From an optimization exercise on the open Yosys and OpenROAD flow, aimed at small area and few clock cycles; shortcuts taken in it are not production practice. Function was checked by simulation only, so behaviour that the tests miss may differ from the original. The flow treats the clock pin as an ideal source, which a real chip does not have. Power is estimated from default activity; no workload was simulated.

quartz:
// tlv_packet_attribute_parser
module tlv_packet_attribute_parser #(
    parameter int OFFSET_BITS = tpap_pkg::OFFSET_BITS_DEF
) (
    input  wire                                i_clk,
    input  wire                                i_rst_n,
    input  wire                                i_s_tvalid,
    output logic                               o_s_tready,
    input  wire  [7:0]                         i_s_tdata,   
    input  wire                                i_s_tlast,   
    output logic                               o_m_tvalid,
    input  wire                                i_m_tready,
    output logic [tpap_pkg::RES_TDATA_W-1:0]   o_m_tdata,
    output logic [0:0]                         o_m_tuser,   
    input  wire                                i_cfg_we,
    input  wire  [tpap_pkg::CFG_IDX_W-1:0]     i_cfg_idx,
    input  wire  [7:0]                         i_cfg_wdata
);
    localparam logic [1:0] PH_ATYPE = 2'd0;
    localparam logic [1:0] PH_LENHI = 2'd1;
    localparam logic [1:0] PH_LENLO = 2'd2;
    localparam logic [1:0] PH_VALUE = 2'd3;
    tpap_pkg::t_codes  r_codes;
    tpap_pkg::t_result r_sum;        
    logic              r_vld;        
    logic [1:0]        r_phase;
    logic [15:0]       r_cnt;        
    logic [15:0]       r_start;      
    logic [15:0]       r_len;        
    logic [31:0]       r_sa;         
    logic [4:0]        r_hit;
    logic              r_past;       
    logic        w_xfer;
    logic        w_last;
    logic        w_first;
    logic        w_hdr;
    logic        w_pos_max;
    logic [15:0] w_cnt_inc;
    logic [15:0] w_end_x;
    logic        w_end;
    logic [2:0]  w_nv;
    logic        w_done;
    logic        w_take;
    logic        w_stop;
    logic        w_val;
    logic [31:0] w_sa;
    logic [2:0]  w_lane;
    logic        w_clr;
  ...
For scale: about 250 flip-flops, about 150 I/O pins, ~9900 um2 of cells after synthesis.
export LEC_CHECK = 0
export CAP_MARGIN = 20
export CORE_MARGIN = 2
export CORE_UTILIZATION = 40
export SLEW_MARGIN = 20
create_clock -name core_clock -period 5.0 [get_ports {i_clk}]
standard.sh (not shown) runs the stock make flow with config.mk's settings and CLKGATE_MAP_FILE= SYNTH_SCRIPT=/design/flow/synth_recipe.tcl, a recipe that flattens the netlist after the stock synthesis.
==> flow/flow/run.sh <==
#!/bin/bash
# Standard layout with three changes: plain buf_1 cells as the port buffers,
# a clock tree of clkbuf_4 cells without dummy loads, and, after CTS, gates
# off the critical paths are downsized (then slew and capacitance are
# repaired again). make's full output goes to make_finish.log here.
set -euo pipefail
export BUFFER_PORTS_ARGS="-buffer_cell sky130_fd_sc_hd__buf_1"
export CTS_ARGS="-sink_clustering_enable -repair_clock_nets -dont_use_dummy_load -buf_list sky130_fd_sc_hd__clkbuf_4 -sink_clustering_size 10 -sink_clustering_max_diameter 40"
export POST_CTS_TCL="$PWD/flow/post_cts.tcl"
bash standard.sh finish > make_finish.log 2>&1
==> flow/flow/post_cts.tcl <==
# Downsize gates that have timing slack, then repair slew and capacitance
# and legalize the placement again.
estimate_parasitics -placement
repair_timing -recover_power 100 -verbose
repair_design -slew_margin 20 -cap_margin 20 -verbose
detailed_placement
check_placement -verbose
estimate_parasitics -placement
report_worst_slack -max
report_worst_slack -min
Testbench counts of quartz, summed over its fixed seeds: cycles 204,696.
--- input diff quartz..onyx ---
Settings: changing CORE_UTILIZATION from 40 to 75.
==> comparison <==
[compare] base=quartz new=onyx: required time at the worst-slack endpoint went down 0.15 ns, area inside the core boundary went down 47%, met2 track utilization from global routing went up 22 points, non-clock buffer count went down 6, internal power went down 1.5%. The lower global-route usage of quartz and onyx is in quartz. r_cnt[15]$_SDFFE_PP0P_ as the worst setup path endpoint was reported by quartz, and r_sum[32]$_DFFE_PP_ by onyx. There was hardly any difference in power in combinational cells between onyx and quartz.
Inputs modified between onyx and tundra:
Settings: CORE_UTILIZATION: 75 -> 40.
==> flow/flow/run.sh <==
#!/bin/bash
# Standard layout, with plain buf_1 cells as the port buffers and a clock
# tree of small buffers without dummy loads, and non-critical gates downsized
# after global routing. make's full output goes to
# make_finish.log here.
set -euo pipefail
export BUFFER_PORTS_ARGS="-buffer_cell sky130_fd_sc_hd__buf_1"
export RECOVER_POWER=100
export CTS_ARGS="-sink_clustering_enable -repair_clock_nets -dont_use_dummy_load -buf_list sky130_fd_sc_hd__clkbuf_4 -sink_clustering_size 10 -sink_clustering_max_diameter 40"
bash standard.sh finish > make_finish.log 2>&1
removed: flow/flow/post_cts.tcl
[summary]
[flow] tundra | stages: complete | final checks: fail | reason: capacitance limit, slew limit. tundra — sequential share of layout area 1.2 points lower, onyx as reference. tundra vs. onyx: final setup slack of the worst path decreased 0.31 ns; routed wire length went up; final critical delay including setup and external delays went up by 0.31 ns.
### tundra -> maple
diff --git a/flow/flow/run.sh b/flow/flow/run.sh
--- a/flow/flow/run.sh
+++ b/flow/flow/run.sh
@@ -3,2 +3 @@
-# tree of small buffers without dummy loads, and non-critical gates downsized
-# after global routing. make's full output goes to
+# tree of small buffers without dummy loads. make's full output goes to
@@ -8 +6,0 @@
-export RECOVER_POWER=100
Findings:
The sole clean run among tundra and maple is maple.
Completing all stages was not enough for tundra: its layout failed the final checks because of capacitance limit, slew limit.
tundra -> maple: width of the die delta 0, exact match
Changes observed in maple relative to tundra: wire length fell by about 0.4%, top fanout value on the critical path shows a reduction of 12, maximum clock frequency up 13%.
Relative to maple, the following input files were edited for fjord:
Settings: CORE_UTILIZATION now 65, was 40; GPL_TIMING_DRIVEN now 0, previously not set.
diff --git a/flow/flow/run.sh b/flow/flow/run.sh
--- a/flow/flow/run.sh
+++ b/flow/flow/run.sh
@@ -2,3 +2,4 @@
-# Standard layout, with plain buf_1 cells as the port buffers and a clock
-# tree of small buffers without dummy loads. make's full output goes to
-# make_finish.log here.
+# Standard layout with three changes: plain buf_1 cells as the port buffers,
+# a clock tree of clkbuf_4 cells without dummy loads, and, after CTS, gates
+# off the critical paths are downsized (then slew and capacitance are
+# repaired again). make's full output goes to make_finish.log here.
@@ -7,0 +9 @@
+export POST_CTS_TCL="$PWD/flow/post_cts.tcl"
==> flow/flow/post_cts.tcl (new file) <==
# Downsize gates that have timing slack, then repair slew and capacitance
# and legalize the placement again.
estimate_parasitics -placement
repair_timing -recover_power 100 -verbose
repair_design -slew_margin 20 -cap_margin 20 -verbose
detailed_placement
check_placement -verbose
estimate_parasitics -placement
report_worst_slack -max
report_worst_slack -min
Notes after the runs:
Result: PASS for each of fjord and maple. Summary of fjord over maple: maximum cell stage delay along the critical path went up, core utilization has increased. Changes observed in fjord relative to maple: mean area per synthesized cell held steady, count of placed standard cells including taps now sits lower, power attributed to the clock group dropped about 1%, clock skew increased by 0.0034 ns relative to the old numbers. Compared with maple, fjord improves worst max-slew margin expressed relative to the limit.
> inputs changed (fjord -> sierra)
Settings: a change of CORE_UTILIZATION from 65 to 85; a deleted GPL_TIMING_DRIVEN that had been 0.
## What came out
For estimated wirelength of the detail-placed design, dividing the value from sierra by the value from fjord gives 1.2.
In the summary table, sierra is marked failed, with error DPL-0033 raised in detailed placement.
Number of primary I/O pins essentially unchanged between fjord and sierra.
Global placer's final weighted congestion, sierra and fjord, lower one = fjord.

[what the ideal ports hide]
No port has a modelled driver above. Below, the same layouts with a new extraction and two added sets of constraints. Step 1 (the two cells are an assumption about what drives the block):
set clk [get_ports {i_clk}]
set_driving_cell -lib_cell sky130_fd_sc_hd__clkbuf_16 $clk
set_driving_cell -lib_cell sky130_fd_sc_hd__buf_2 [delete_from_list [all_inputs] $clk]
Step 2 also shifts input and output timing later by t, the mid clock arrival at the registers, as if the neighbouring blocks saw the same clock. Slacks: ideal ports / drivers / drivers and shift; pairs: ideal ports / drivers.
run | t, ns | slack for setup (ns) | hold slack, ns | latest minus earliest clock arrival (ns) | worst register clock-pin slew, ns
quartz | 0.651 | 1.428 / 1.428 / 1.196 | 0.414 / 0.414 / 0.414 | 0.066 / 0.066 | 0.11 / 0.11
onyx | 0.669 | 1.289 / 1.289 / 1.075 | 0.436 / 0.436 / 0.436 | 0.069 / 0.069 | 0.11 / 0.11
tundra | 0.649 | 0.981 / 0.981 / 0.709 | 0.414 / 0.414 / 0.414 | 0.065 / 0.065 | 0.11 / 0.11
maple | 0.643 | 1.443 / 1.443 / 1.375 | 0.415 / 0.415 / 0.415 | 0.058 / 0.058 | 0.11 / 0.11
fjord | 0.629 | 0.881 / 0.881 / 0.437 | 0.413 / 0.413 / 0.413 | 0.058 / 0.058 | 0.10 / 0.10
The setup slack of fjord, which loses most, moves by 0.000 ns with the drivers and by -0.444 ns with both steps.
